From an optimization exercise on the open Yosys and OpenROAD flow, aimed at small area; shortcuts taken in it are not production practice. In this exercise RTL edits were held to simulation tests only and were not proved equivalent to the original.

==> v15 <==
Design ds_block_top, start of the top module:
module ds_block_top #(
    parameter int IMG_W  = 6,
    parameter int IMG_H  = 5,
    parameter int STRIDE = 1
) (
    input  wire                                    clk,
    input  wire                                    rstn,
    input  wire                                    in_valid,
    input  wire  [ds_pkg::NCH*ds_pkg::ACT_W-1:0]   in_pix,
    output logic                                   out_valid,
    output logic [ds_pkg::NOUT*ds_pkg::ACT_W-1:0]  out_pix
);
export LEC_CHECK = 0
export CAP_MARGIN = 20
export CORE_MARGIN = 2
export CORE_UTILIZATION = 40
export CTS_BUF_LIST = sky130_fd_sc_hd__clkbuf_8
export CTS_CLUSTER_DIAMETER = 90
export CTS_CLUSTER_SIZE = 14
export SLEW_MARGIN = 20
export SYNTH_HIERARCHICAL = 1
export SYNTH_MINIMUM_KEEP_SIZE = 0
create_clock -name core_clock -period 8.0 [get_ports {clk}]
standard.sh (not shown) runs the stock make flow with config.mk's settings and CLKGATE_MAP_FILE= SYNTH_SCRIPT=/design/flow/synth_recipe.tcl, a recipe that flattens the netlist after the stock synthesis.
==> flow/flow/run.sh <==
#!/bin/bash
# The standard synthesis; then the logic before the depthwise result register
# (all combinational cells except the full adders and the pointwise stage's
# cone) mapped again for area by flow/remap.tcl, every other cell untouched,
# and flow/equiv.tcl proving the result equivalent to the standard netlist;
# then the standard layout from floorplan on, with three changes: the port
# buffers are the smallest buffer (sky130_fd_sc_hd__buf_1); clock tree
# synthesis adds no dummy loads (its clustering settings repeat config.mk's);
# and the constant outputs share one tie cell instead of one each.
set -euo pipefail
export BUFFER_PORTS_ARGS="-buffer_cell sky130_fd_sc_hd__buf_1"
export SKIP_REPAIR_TIE_FANOUT=1
export CTS_ARGS="-sink_clustering_enable -repair_clock_nets -sink_clustering_size 14 -sink_clustering_max_diameter 90 -buf_list sky130_fd_sc_hd__clkbuf_8 -dont_use_dummy_load"
bash standard.sh synth > standard_synth.log 2>&1
R=orfs/results/sky130hd/ds_block_top/base
cp $R/1_2_yosys.v $R/1_2_yosys_standard.v
YOSYS="$FLOW_HOME/../tools/install/yosys/bin/yosys"
REMAP_RESULTS=$R REMAP_ABC=flow/remap.abc "$YOSYS" -c flow/remap.tcl > remap.log 2>&1
REMAP_RESULTS=$R "$YOSYS" -c flow/equiv.tcl > equiv.log 2>&1
rm -f $R/1_synth.odb $R/1_synth.sdc
bash standard.sh > standard.log 2>&1
==> flow/flow/remap.abc <==
strash
dc2
&get -n
&dch -f
&nf -a -R 1000
&put
topo
==> flow/flow/remap.tcl <==
# Maps the logic before the depthwise result register again for area: every
# combinational cell except the full adders and the fan-in cone of out_pix.
# Every other cell (all flip-flops, the full adders, the tie cell and the
# pointwise stage) stays exactly as the standard synthesis made it.
yosys -import
set lib $::env(FLOW_HOME)/platforms/sky130hd/lib/sky130_fd_sc_hd__tt_025C_1v80.lib
set res $::env(REMAP_RESULTS)
# Each library cell as its function, for techmap
read_liberty -ignore_miss_func $lib
blackbox sky130_fd_sc_hd__df* sky130_fd_sc_hd__edf* sky130_fd_sc_hd__sdf* sky130_fd_sc_hd__dl* sky130_fd_sc_hd__fa_* sky130_fd_sc_hd__conb_*
write_verilog -noattr $res/remap_cells.v
design -reset
read_liberty -lib $lib
read_verilog $res/1_2_yosys_standard.v
hierarchy -top ds_block_top
select -set pw o:out_pix %ci*:-sky130_fd_sc_hd__dfxtp_1,sky130_fd_sc_hd__conb_1,sky130_fd_sc_hd__fa_1 t:* %i
select -set s1 t:* t:sky130_fd_sc_hd__df* t:sky130_fd_sc_hd__edf* t:sky130_fd_sc_hd__fa_* t:sky130_fd_sc_hd__conb_* %u %u %u %d @pw %d
tee -o $res/remap_cone.txt select -list @s1
techmap -map $res/remap_cells.v @s1
techmap
opt -fast
abc -liberty $lib -dont_use sky130_fd_sc_hd__lpflow_bleeder_1 -dont_use sky130_fd_sc_hd__lpflow_clkbufkapwr_1 -dont_use sky130_fd_sc_hd__lpflow_clkbufkapwr_16 -dont_use sky130_fd_sc_hd__lpflow_clkbufkapwr_2 -dont_use sky130_fd_sc_hd__lpflow_clkbufkapwr_4 -dont_use sky130_fd_sc_hd__lpflow_clkbufkapwr_8 -dont_use sky130_fd_sc_hd__lpflow_clkinvkapwr_1 -dont_use sky130_fd_sc_hd__lpflow_clkinvkapwr_16 -dont_use sky130_fd_sc_hd__lpflow_clkinvkapwr_2 -dont_use sky130_fd_sc_hd__lpflow_clkinvkapwr_4 -dont_use sky130_fd_sc_hd__lpflow_clkinvkapwr_8 -dont_use sky130_fd_sc_hd__lpflow_decapkapwr_12 -dont_use sky130_fd_sc_hd__lpflow_decapkapwr_3 -dont_use sky130_fd_sc_hd__lpflow_decapkapwr_4 -dont_use sky130_fd_sc_hd__lpflow_decapkapwr_6 -dont_use sky130_fd_sc_hd__lpflow_decapkapwr_8 -dont_use sky130_fd_sc_hd__lpflow_inputiso0n_1 -dont_use sky130_fd_sc_hd__lpflow_inputiso0p_1 -dont_use sky130_fd_sc_hd__lpflow_inputiso1n_1 -dont_use sky130_fd_sc_hd__lpflow_inputiso1p_1 -dont_use sky130_fd_sc_hd__lpflow_inputisolatch_1 -dont_use sky130_fd_sc_hd__lpflow_isobufsrc_1 -dont_use sky130_fd_sc_hd__lpflow_isobufsrc_16 -dont_use sky130_fd_sc_hd__lpflow_isobufsrc_2 -dont_use sky130_fd_sc_hd__lpflow_isobufsrc_4 -dont_use sky130_fd_sc_hd__lpflow_isobufsrc_8 -dont_use sky130_fd_sc_hd__lpflow_isobufsrckapwr_16 -dont_use sky130_fd_sc_hd__lpflow_lsbuf_lh_hl_isowell_tap_1 -dont_use sky130_fd_sc_hd__lpflow_lsbuf_lh_hl_isowell_tap_2 -dont_use sky130_fd_sc_hd__lpflow_lsbuf_lh_hl_isowell_tap_4 -dont_use sky130_fd_sc_hd__lpflow_lsbuf_lh_isowell_4 -dont_use sky130_fd_sc_hd__lpflow_lsbuf_lh_isowell_tap_1 -dont_use sky130_fd_sc_hd__lpflow_lsbuf_lh_isowell_tap_2 -dont_use sky130_fd_sc_hd__lpflow_lsbuf_lh_isowell_tap_4 -dont_use sky130_fd_sc_hd__probe_p_8 -dont_use sky130_fd_sc_hd__probec_p_8  -script $::env(REMAP_ABC) t:\$_*
opt_clean -purge
splitnets
opt_clean -purge
insbuf -buf sky130_fd_sc_hd__buf_4 A X
tee -o $res/remap_stat.txt stat -liberty $lib
write_verilog -noattr -nohex -nodec $res/1_2_yosys.v
Other scripts of this flow, unchanged in this note and not shown: flow/flow/equiv.tcl
==> inputs of v11, as changes to v15 <==
--- a/flow/design.v
+++ b/flow/design.v
@@ -66,14 +66,10 @@
 );
     logic [2:0]  col, row;
     logic [2:0]  ncol, nrow;
     logic        drain, adv, emit;
     logic        ok_l, ok_r, ok_t, ok_b;
-    assign ok_l = (col != 3'd1);
-    assign ok_r = (col != 3'd0);
-    assign ok_t = (col == 3'd0) ? (row != 3'd2) : (row != 3'd1);
-    assign ok_b = (col == 3'd0) ? (row != 3'd6) : (row != 3'd5);
     assign drain = (row == 3'd5) || (row == 3'd6);
     assign adv   = in_valid || drain;
     assign emit  = adv && (row != 3'd0) && !(row == 3'd1 && col == 3'd0);
     always_comb begin
         if (row == 3'd6) begin
@@ -89,13 +85,21 @@
     end
     always_ff @(posedge clk or negedge rstn) begin
         if (!rstn) begin
             col   <= '0;
             row   <= '0;
+            ok_l  <= 1'b1;
+            ok_r  <= 1'b0;
+            ok_t  <= 1'b1;
+            ok_b  <= 1'b1;
         end else if (adv) begin
             col   <= ncol;
             row   <= nrow;
+            ok_l  <= (ncol != 3'd1);
+            ok_r  <= (ncol != 3'd0);
+            ok_t  <= (ncol == 3'd0) ? (nrow != 3'd2) : (nrow != 3'd1);
+            ok_b  <= (ncol == 3'd0) ? (nrow != 3'd6) : (nrow != 3'd5);
         end
     end
     logic [31:0] sr [1:14];
     always_ff @(posedge clk) begin
         if (adv) begin
==> flow/flow/run.sh (replaced) <==
#!/bin/bash
# The standard synthesis; then its combinational logic except the full adders
# mapped again by flow/remap.tcl (the logic before the depthwise result
# register for area, the pointwise stage with a delay target),
# and flow/equiv.tcl proving the result equivalent to the standard netlist;
# then the standard layout from floorplan on, with three changes: the port
# buffers are the smallest buffer (sky130_fd_sc_hd__buf_1); clock tree
# synthesis adds no dummy loads (its clustering settings repeat config.mk's);
# and the constant outputs share one tie cell instead of one each.
set -euo pipefail
export BUFFER_PORTS_ARGS="-buffer_cell sky130_fd_sc_hd__buf_1"
export SKIP_REPAIR_TIE_FANOUT=1
export CTS_ARGS="-sink_clustering_enable -repair_clock_nets -sink_clustering_size 14 -sink_clustering_max_diameter 90 -buf_list sky130_fd_sc_hd__clkbuf_8 -dont_use_dummy_load"
bash standard.sh synth > standard_synth.log 2>&1
R=orfs/results/sky130hd/ds_block_top/base
cp $R/1_2_yosys.v $R/1_2_yosys_standard.v
YOSYS="$FLOW_HOME/../tools/install/yosys/bin/yosys"
REMAP_RESULTS=$R REMAP_ABC=flow/remap.abc REMAP_ABC_PW=flow/remap_pw.abc "$YOSYS" -c flow/remap.tcl > remap.log 2>&1
REMAP_RESULTS=$R "$YOSYS" -c flow/equiv.tcl > equiv.log 2>&1
rm -f $R/1_synth.odb $R/1_synth.sdc
bash standard.sh > standard.log 2>&1
--- a/flow/flow/remap.tcl
+++ b/flow/flow/remap.tcl
@@ -1,9 +1,10 @@
-# Maps the logic before the depthwise result register again for area: every
-# combinational cell except the full adders and the fan-in cone of out_pix.
-# Every other cell (all flip-flops, the full adders, the tie cell and the
-# pointwise stage) stays exactly as the standard synthesis made it.
+# Maps the combinational logic again: first the logic before the depthwise
+# result register for area (every combinational cell except the full adders
+# and the fan-in cone of out_pix), then the pointwise stage (that cone) with a
+# delay target. All flip-flops, the full adders and the tie cell stay exactly
+# as the standard synthesis made them.
 yosys -import
 set lib $::env(FLOW_HOME)/platforms/sky130hd/lib/sky130_fd_sc_hd__tt_025C_1v80.lib
 set res $::env(REMAP_RESULTS)
 # Each library cell as its function, for techmap
 read_liberty -ignore_miss_func $lib
@@ -19,10 +20,18 @@
 techmap -map $res/remap_cells.v @s1
 techmap
 opt -fast
 abc -liberty $lib -dont_use sky130_fd_sc_hd__lpflow_bleeder_1 -dont_use sky130_fd_sc_hd__lpflow_clkbufkapwr_1 -dont_use sky130_fd_sc_hd__lpflow_clkbufkapwr_16 -dont_use sky130_fd_sc_hd__lpflow_clkbufkapwr_2 -dont_use sky130_fd_sc_hd__lpflow_clkbufkapwr_4 -dont_use sky130_fd_sc_hd__lpflow_clkbufkapwr_8 -dont_use sky130_fd_sc_hd__lpflow_clkinvkapwr_1 -dont_use sky130_fd_sc_hd__lpflow_clkinvkapwr_16 -dont_use sky130_fd_sc_hd__lpflow_clkinvkapwr_2 -dont_use sky130_fd_sc_hd__lpflow_clkinvkapwr_4 -dont_use sky130_fd_sc_hd__lpflow_clkinvkapwr_8 -dont_use sky130_fd_sc_hd__lpflow_decapkapwr_12 -dont_use sky130_fd_sc_hd__lpflow_decapkapwr_3 -dont_use sky130_fd_sc_hd__lpflow_decapkapwr_4 -dont_use sky130_fd_sc_hd__lpflow_decapkapwr_6 -dont_use sky130_fd_sc_hd__lpflow_decapkapwr_8 -dont_use sky130_fd_sc_hd__lpflow_inputiso0n_1 -dont_use sky130_fd_sc_hd__lpflow_inputiso0p_1 -dont_use sky130_fd_sc_hd__lpflow_inputiso1n_1 -dont_use sky130_fd_sc_hd__lpflow_inputiso1p_1 -dont_use sky130_fd_sc_hd__lpflow_inputisolatch_1 -dont_use sky130_fd_sc_hd__lpflow_isobufsrc_1 -dont_use sky130_fd_sc_hd__lpflow_isobufsrc_16 -dont_use sky130_fd_sc_hd__lpflow_isobufsrc_2 -dont_use sky130_fd_sc_hd__lpflow_isobufsrc_4 -dont_use sky130_fd_sc_hd__lpflow_isobufsrc_8 -dont_use sky130_fd_sc_hd__lpflow_isobufsrckapwr_16 -dont_use sky130_fd_sc_hd__lpflow_lsbuf_lh_hl_isowell_tap_1 -dont_use sky130_fd_sc_hd__lpflow_lsbuf_lh_hl_isowell_tap_2 -dont_use sky130_fd_sc_hd__lpflow_lsbuf_lh_hl_isowell_tap_4 -dont_use sky130_fd_sc_hd__lpflow_lsbuf_lh_isowell_4 -dont_use sky130_fd_sc_hd__lpflow_lsbuf_lh_isowell_tap_1 -dont_use sky130_fd_sc_hd__lpflow_lsbuf_lh_isowell_tap_2 -dont_use sky130_fd_sc_hd__lpflow_lsbuf_lh_isowell_tap_4 -dont_use sky130_fd_sc_hd__probe_p_8 -dont_use sky130_fd_sc_hd__probec_p_8  -script $::env(REMAP_ABC) t:\$_*
 opt_clean -purge
+# The pointwise stage (its cone was selected before the first mapping, and
+# its cells are untouched so far) is mapped again with a delay target.
+select -set pw2 o:out_pix %ci*:-sky130_fd_sc_hd__dfxtp_1,sky130_fd_sc_hd__conb_1,sky130_fd_sc_hd__fa_1 t:sky130_fd_sc_hd__* %i
+techmap -map $res/remap_cells.v @pw2
+techmap
+opt -fast
+abc -liberty $lib -dont_use sky130_fd_sc_hd__lpflow_bleeder_1 -dont_use sky130_fd_sc_hd__lpflow_clkbufkapwr_1 -dont_use sky130_fd_sc_hd__lpflow_clkbufkapwr_16 -dont_use sky130_fd_sc_hd__lpflow_clkbufkapwr_2 -dont_use sky130_fd_sc_hd__lpflow_clkbufkapwr_4 -dont_use sky130_fd_sc_hd__lpflow_clkbufkapwr_8 -dont_use sky130_fd_sc_hd__lpflow_clkinvkapwr_1 -dont_use sky130_fd_sc_hd__lpflow_clkinvkapwr_16 -dont_use sky130_fd_sc_hd__lpflow_clkinvkapwr_2 -dont_use sky130_fd_sc_hd__lpflow_clkinvkapwr_4 -dont_use sky130_fd_sc_hd__lpflow_clkinvkapwr_8 -dont_use sky130_fd_sc_hd__lpflow_decapkapwr_12 -dont_use sky130_fd_sc_hd__lpflow_decapkapwr_3 -dont_use sky130_fd_sc_hd__lpflow_decapkapwr_4 -dont_use sky130_fd_sc_hd__lpflow_decapkapwr_6 -dont_use sky130_fd_sc_hd__lpflow_decapkapwr_8 -dont_use sky130_fd_sc_hd__lpflow_inputiso0n_1 -dont_use sky130_fd_sc_hd__lpflow_inputiso0p_1 -dont_use sky130_fd_sc_hd__lpflow_inputiso1n_1 -dont_use sky130_fd_sc_hd__lpflow_inputiso1p_1 -dont_use sky130_fd_sc_hd__lpflow_inputisolatch_1 -dont_use sky130_fd_sc_hd__lpflow_isobufsrc_1 -dont_use sky130_fd_sc_hd__lpflow_isobufsrc_16 -dont_use sky130_fd_sc_hd__lpflow_isobufsrc_2 -dont_use sky130_fd_sc_hd__lpflow_isobufsrc_4 -dont_use sky130_fd_sc_hd__lpflow_isobufsrc_8 -dont_use sky130_fd_sc_hd__lpflow_isobufsrckapwr_16 -dont_use sky130_fd_sc_hd__lpflow_lsbuf_lh_hl_isowell_tap_1 -dont_use sky130_fd_sc_hd__lpflow_lsbuf_lh_hl_isowell_tap_2 -dont_use sky130_fd_sc_hd__lpflow_lsbuf_lh_hl_isowell_tap_4 -dont_use sky130_fd_sc_hd__lpflow_lsbuf_lh_isowell_4 -dont_use sky130_fd_sc_hd__lpflow_lsbuf_lh_isowell_tap_1 -dont_use sky130_fd_sc_hd__lpflow_lsbuf_lh_isowell_tap_2 -dont_use sky130_fd_sc_hd__lpflow_lsbuf_lh_isowell_tap_4 -dont_use sky130_fd_sc_hd__probe_p_8 -dont_use sky130_fd_sc_hd__probec_p_8  -script $::env(REMAP_ABC_PW) t:\$_*
+opt_clean -purge
 splitnets
 opt_clean -purge
 insbuf -buf sky130_fd_sc_hd__buf_4 A X
 tee -o $res/remap_stat.txt stat -liberty $lib
 write_verilog -noattr -nohex -nodec $res/1_2_yosys.v
==> flow/flow/remap_pw.abc (new file) <==
strash
dc2
dch -f
map -D 4400
topo
==> inputs of v35, as changes to v15 <==
--- a/flow/design.v
+++ b/flow/design.v
@@ -66,14 +66,10 @@
 );
     logic [2:0]  col, row;
     logic [2:0]  ncol, nrow;
     logic        drain, adv, emit;
     logic        ok_l, ok_r, ok_t, ok_b;
-    assign ok_l = (col != 3'd1);
-    assign ok_r = (col != 3'd0);
-    assign ok_t = (col == 3'd0) ? (row != 3'd2) : (row != 3'd1);
-    assign ok_b = (col == 3'd0) ? (row != 3'd6) : (row != 3'd5);
     assign drain = (row == 3'd5) || (row == 3'd6);
     assign adv   = in_valid || drain;
     assign emit  = adv && (row != 3'd0) && !(row == 3'd1 && col == 3'd0);
     always_comb begin
         if (row == 3'd6) begin
@@ -89,13 +85,21 @@
     end
     always_ff @(posedge clk or negedge rstn) begin
         if (!rstn) begin
             col   <= '0;
             row   <= '0;
+            ok_l  <= 1'b1;
+            ok_r  <= 1'b0;
+            ok_t  <= 1'b1;
+            ok_b  <= 1'b1;
         end else if (adv) begin
             col   <= ncol;
             row   <= nrow;
+            ok_l  <= (ncol != 3'd1);
+            ok_r  <= (ncol != 3'd0);
+            ok_t  <= (ncol == 3'd0) ? (nrow != 3'd2) : (nrow != 3'd1);
+            ok_b  <= (ncol == 3'd0) ? (nrow != 3'd6) : (nrow != 3'd5);
         end
     end
     logic [31:0] sr [1:14];
     always_ff @(posedge clk) begin
         if (adv) begin
==> inputs of v19, as changes to v15 <==
--- a/flow/design.v
+++ b/flow/design.v
@@ -66,14 +66,10 @@
 );
     logic [2:0]  col, row;
     logic [2:0]  ncol, nrow;
     logic        drain, adv, emit;
     logic        ok_l, ok_r, ok_t, ok_b;
-    assign ok_l = (col != 3'd1);
-    assign ok_r = (col != 3'd0);
-    assign ok_t = (col == 3'd0) ? (row != 3'd2) : (row != 3'd1);
-    assign ok_b = (col == 3'd0) ? (row != 3'd6) : (row != 3'd5);
     assign drain = (row == 3'd5) || (row == 3'd6);
     assign adv   = in_valid || drain;
     assign emit  = adv && (row != 3'd0) && !(row == 3'd1 && col == 3'd0);
     always_comb begin
         if (row == 3'd6) begin
@@ -89,13 +85,21 @@
     end
     always_ff @(posedge clk or negedge rstn) begin
         if (!rstn) begin
             col   <= '0;
             row   <= '0;
+            ok_l  <= 1'b1;
+            ok_r  <= 1'b0;
+            ok_t  <= 1'b1;
+            ok_b  <= 1'b1;
         end else if (adv) begin
             col   <= ncol;
             row   <= nrow;
+            ok_l  <= (ncol != 3'd1);
+            ok_r  <= (ncol != 3'd0);
+            ok_t  <= (ncol == 3'd0) ? (nrow != 3'd2) : (nrow != 3'd1);
+            ok_b  <= (ncol == 3'd0) ? (nrow != 3'd6) : (nrow != 3'd5);
         end
     end
     logic [31:0] sr [1:14];
     always_ff @(posedge clk) begin
         if (adv) begin
==> flow/flow/run.sh (replaced) <==
#!/bin/bash
# The standard synthesis; then its combinational logic except the full adders
# mapped again by flow/remap.tcl (the logic before the depthwise result
# register for area, the pointwise stage with a delay target),
# and flow/equiv.tcl proving the result equivalent to the standard netlist;
# then the standard layout from floorplan on, with three changes: the port
# buffers are the smallest buffer (sky130_fd_sc_hd__buf_1); clock tree
# synthesis adds no dummy loads (its clustering settings repeat config.mk's);
# and the constant outputs share one tie cell instead of one each.
set -euo pipefail
export BUFFER_PORTS_ARGS="-buffer_cell sky130_fd_sc_hd__buf_1"
export SKIP_REPAIR_TIE_FANOUT=1
export CTS_ARGS="-sink_clustering_enable -repair_clock_nets -sink_clustering_size 14 -sink_clustering_max_diameter 90 -buf_list sky130_fd_sc_hd__clkbuf_8 -dont_use_dummy_load"
bash standard.sh synth > standard_synth.log 2>&1
R=orfs/results/sky130hd/ds_block_top/base
cp $R/1_2_yosys.v $R/1_2_yosys_standard.v
YOSYS="$FLOW_HOME/../tools/install/yosys/bin/yosys"
REMAP_RESULTS=$R REMAP_ABC=flow/remap.abc REMAP_ABC_PW=flow/remap_pw.abc "$YOSYS" -c flow/remap.tcl > remap.log 2>&1
REMAP_RESULTS=$R "$YOSYS" -c flow/equiv.tcl > equiv.log 2>&1
rm -f $R/1_synth.odb $R/1_synth.sdc
bash standard.sh > standard.log 2>&1
==> flow/flow/remap.abc (replaced) <==
strash
&get -n
&dch -f
&nf -a -R 1000
&put
strash
&get -n
&dch -f
&nf -a -R 1000
&put
topo
--- a/flow/flow/remap.tcl
+++ b/flow/flow/remap.tcl
@@ -1,9 +1,10 @@
-# Maps the logic before the depthwise result register again for area: every
-# combinational cell except the full adders and the fan-in cone of out_pix.
-# Every other cell (all flip-flops, the full adders, the tie cell and the
-# pointwise stage) stays exactly as the standard synthesis made it.
+# Maps the combinational logic again: first the logic before the depthwise
+# result register for area (every combinational cell except the full adders
+# and the fan-in cone of out_pix), then the pointwise stage (that cone) with a
+# delay target. All flip-flops, the full adders and the tie cell stay exactly
+# as the standard synthesis made them.
 yosys -import
 set lib $::env(FLOW_HOME)/platforms/sky130hd/lib/sky130_fd_sc_hd__tt_025C_1v80.lib
 set res $::env(REMAP_RESULTS)
 # Each library cell as its function, for techmap
 read_liberty -ignore_miss_func $lib
@@ -19,10 +20,18 @@
 techmap -map $res/remap_cells.v @s1
 techmap
 opt -fast
 abc -liberty $lib -dont_use sky130_fd_sc_hd__lpflow_bleeder_1 -dont_use sky130_fd_sc_hd__lpflow_clkbufkapwr_1 -dont_use sky130_fd_sc_hd__lpflow_clkbufkapwr_16 -dont_use sky130_fd_sc_hd__lpflow_clkbufkapwr_2 -dont_use sky130_fd_sc_hd__lpflow_clkbufkapwr_4 -dont_use sky130_fd_sc_hd__lpflow_clkbufkapwr_8 -dont_use sky130_fd_sc_hd__lpflow_clkinvkapwr_1 -dont_use sky130_fd_sc_hd__lpflow_clkinvkapwr_16 -dont_use sky130_fd_sc_hd__lpflow_clkinvkapwr_2 -dont_use sky130_fd_sc_hd__lpflow_clkinvkapwr_4 -dont_use sky130_fd_sc_hd__lpflow_clkinvkapwr_8 -dont_use sky130_fd_sc_hd__lpflow_decapkapwr_12 -dont_use sky130_fd_sc_hd__lpflow_decapkapwr_3 -dont_use sky130_fd_sc_hd__lpflow_decapkapwr_4 -dont_use sky130_fd_sc_hd__lpflow_decapkapwr_6 -dont_use sky130_fd_sc_hd__lpflow_decapkapwr_8 -dont_use sky130_fd_sc_hd__lpflow_inputiso0n_1 -dont_use sky130_fd_sc_hd__lpflow_inputiso0p_1 -dont_use sky130_fd_sc_hd__lpflow_inputiso1n_1 -dont_use sky130_fd_sc_hd__lpflow_inputiso1p_1 -dont_use sky130_fd_sc_hd__lpflow_inputisolatch_1 -dont_use sky130_fd_sc_hd__lpflow_isobufsrc_1 -dont_use sky130_fd_sc_hd__lpflow_isobufsrc_16 -dont_use sky130_fd_sc_hd__lpflow_isobufsrc_2 -dont_use sky130_fd_sc_hd__lpflow_isobufsrc_4 -dont_use sky130_fd_sc_hd__lpflow_isobufsrc_8 -dont_use sky130_fd_sc_hd__lpflow_isobufsrckapwr_16 -dont_use sky130_fd_sc_hd__lpflow_lsbuf_lh_hl_isowell_tap_1 -dont_use sky130_fd_sc_hd__lpflow_lsbuf_lh_hl_isowell_tap_2 -dont_use sky130_fd_sc_hd__lpflow_lsbuf_lh_hl_isowell_tap_4 -dont_use sky130_fd_sc_hd__lpflow_lsbuf_lh_isowell_4 -dont_use sky130_fd_sc_hd__lpflow_lsbuf_lh_isowell_tap_1 -dont_use sky130_fd_sc_hd__lpflow_lsbuf_lh_isowell_tap_2 -dont_use sky130_fd_sc_hd__lpflow_lsbuf_lh_isowell_tap_4 -dont_use sky130_fd_sc_hd__probe_p_8 -dont_use sky130_fd_sc_hd__probec_p_8  -script $::env(REMAP_ABC) t:\$_*
 opt_clean -purge
+# The pointwise stage (its cone was selected before the first mapping, and
+# its cells are untouched so far) is mapped again with a delay target.
+select -set pw2 o:out_pix %ci*:-sky130_fd_sc_hd__dfxtp_1,sky130_fd_sc_hd__conb_1,sky130_fd_sc_hd__fa_1 t:sky130_fd_sc_hd__* %i
+techmap -map $res/remap_cells.v @pw2
+techmap
+opt -fast
+abc -liberty $lib -dont_use sky130_fd_sc_hd__lpflow_bleeder_1 -dont_use sky130_fd_sc_hd__lpflow_clkbufkapwr_1 -dont_use sky130_fd_sc_hd__lpflow_clkbufkapwr_16 -dont_use sky130_fd_sc_hd__lpflow_clkbufkapwr_2 -dont_use sky130_fd_sc_hd__lpflow_clkbufkapwr_4 -dont_use sky130_fd_sc_hd__lpflow_clkbufkapwr_8 -dont_use sky130_fd_sc_hd__lpflow_clkinvkapwr_1 -dont_use sky130_fd_sc_hd__lpflow_clkinvkapwr_16 -dont_use sky130_fd_sc_hd__lpflow_clkinvkapwr_2 -dont_use sky130_fd_sc_hd__lpflow_clkinvkapwr_4 -dont_use sky130_fd_sc_hd__lpflow_clkinvkapwr_8 -dont_use sky130_fd_sc_hd__lpflow_decapkapwr_12 -dont_use sky130_fd_sc_hd__lpflow_decapkapwr_3 -dont_use sky130_fd_sc_hd__lpflow_decapkapwr_4 -dont_use sky130_fd_sc_hd__lpflow_decapkapwr_6 -dont_use sky130_fd_sc_hd__lpflow_decapkapwr_8 -dont_use sky130_fd_sc_hd__lpflow_inputiso0n_1 -dont_use sky130_fd_sc_hd__lpflow_inputiso0p_1 -dont_use sky130_fd_sc_hd__lpflow_inputiso1n_1 -dont_use sky130_fd_sc_hd__lpflow_inputiso1p_1 -dont_use sky130_fd_sc_hd__lpflow_inputisolatch_1 -dont_use sky130_fd_sc_hd__lpflow_isobufsrc_1 -dont_use sky130_fd_sc_hd__lpflow_isobufsrc_16 -dont_use sky130_fd_sc_hd__lpflow_isobufsrc_2 -dont_use sky130_fd_sc_hd__lpflow_isobufsrc_4 -dont_use sky130_fd_sc_hd__lpflow_isobufsrc_8 -dont_use sky130_fd_sc_hd__lpflow_isobufsrckapwr_16 -dont_use sky130_fd_sc_hd__lpflow_lsbuf_lh_hl_isowell_tap_1 -dont_use sky130_fd_sc_hd__lpflow_lsbuf_lh_hl_isowell_tap_2 -dont_use sky130_fd_sc_hd__lpflow_lsbuf_lh_hl_isowell_tap_4 -dont_use sky130_fd_sc_hd__lpflow_lsbuf_lh_isowell_4 -dont_use sky130_fd_sc_hd__lpflow_lsbuf_lh_isowell_tap_1 -dont_use sky130_fd_sc_hd__lpflow_lsbuf_lh_isowell_tap_2 -dont_use sky130_fd_sc_hd__lpflow_lsbuf_lh_isowell_tap_4 -dont_use sky130_fd_sc_hd__probe_p_8 -dont_use sky130_fd_sc_hd__probec_p_8  -script $::env(REMAP_ABC_PW) t:\$_*
+opt_clean -purge
 splitnets
 opt_clean -purge
 insbuf -buf sky130_fd_sc_hd__buf_4 A X
 tee -o $res/remap_stat.txt stat -liberty $lib
 write_verilog -noattr -nohex -nodec $res/1_2_yosys.v
==> flow/flow/remap_pw.abc (new file) <==
strash
dc2
dch -f
map -D 4400
topo
==> notes <==
v19 produced a clean layout. v11 completed with no timing, DRC or antenna violations. v35 passed the timing, DRC and antenna checks. v15 finished but failed the layout checks on setup timing. The highest non-clock buffer count belongs to v15, the lowest to v35. In v35 the worst setup slack is better than in v19, by 0.12 ns. Die area, lowest first: v15, v19, v11, v35. Maximum frequency: v11 is larger than v15 (9.1%). Design area is about the same in v19 and v11. Against v35, the core utilization of v19 is higher by 0.30 points. Synthesized area: v11 is lower than v35 (0.42%).
==> figures <==
Status: v35 no timing/DRC/antenna violations; v11 no timing/DRC/antenna violations; v19 no timing/DRC/antenna violations; v15 finished with violations
Layout check failures: v35 -; v11 -; v19 -; v15 setup timing
Slowest Stage Delay on Critical Path: v35 0.58 ns; v11 0.39 ns; v19 0.44 ns; v15 0.55 ns
Worst setup slack after placement: v35 0.125 ns; v11 0.000442 ns; v19 0.0777 ns; v15 -0.224 ns
Die Height: v35 263 um; v11 263 um; v19 263 um; v15 262 um
Total wirelength of the detailed-routed design: v35 57.1 mm; v11 57.4 mm; v19 57.2 mm; v15 55.9 mm
Multi-input combinational cell count: v35 1,214; v11 1,257; v19 1,255; v15 1,170
Most Crowded Layer GR: v35 met2; v11 met2; v19 met2; v15 met1
Post-synth design cell area: v35 26,900 um^2; v11 26,800 um^2; v19 26,800 um^2; v15 26,600 um^2
Number of gates resized after cts: v35 0; v11 11; v19 5; v15 13
Antenna fix cells: v35 1; v11 2; v19 1; v15 1
Routed WL per cell: v35 20.4 um; v11 19.7 um; v19 19.6 um; v15 19.8 um
Placed Instance Area: v35 28,300 um^2; v11 27,900 um^2; v19 27,900 um^2; v15 28,500 um^2
Critical setup path kind: v35 reg2out; v11 reg2out; v19 reg2out; v15 reg2reg
Hold slack final: v35 0.406 ns; v11 0.381 ns; v19 0.389 ns; v15 0.393 ns
Via Count: v35 14,200; v11 14,600; v19 14,600; v15 14,200

==> static timing again, ports no longer ideal <==
No port has a modelled driver above. Below, the same layouts with a new extraction and two added sets of constraints.
Step 1 (the two cells are an assumption about what drives the block):
set clk [get_ports {clk}]
set_driving_cell -lib_cell sky130_fd_sc_hd__clkbuf_16 $clk
set_driving_cell -lib_cell sky130_fd_sc_hd__buf_2 [delete_from_list [all_inputs] $clk]
Step 2 moves the port delays by t, midway between the first and last clock arrival at a register: inputs arrive t later, outputs are due t later. That takes back most of the time a late clock gives input paths.
Three values: no drivers, after step 1, after step 2; two values: the first two.
| run | shift t [ns] | setup WS [ns] | worst setup path at the end | worst register clock-pin slew, ns |
|---|---|---|---|---|
| v15 | 0.661 | -0.194 / -0.194 / -0.194 | register to register | 0.10 / 0.10 |
| v11 | 0.658 | 0.488 / 0.434 / 0.514 | register to register | 0.10 / 0.10 |
| v35 | 0.669 | 0.488 / 0.435 / 0.552 | register to register | 0.09 / 0.09 |
| v19 | 0.663 | 0.370 / 0.314 / 0.480 | register to register | 0.11 / 0.11 |
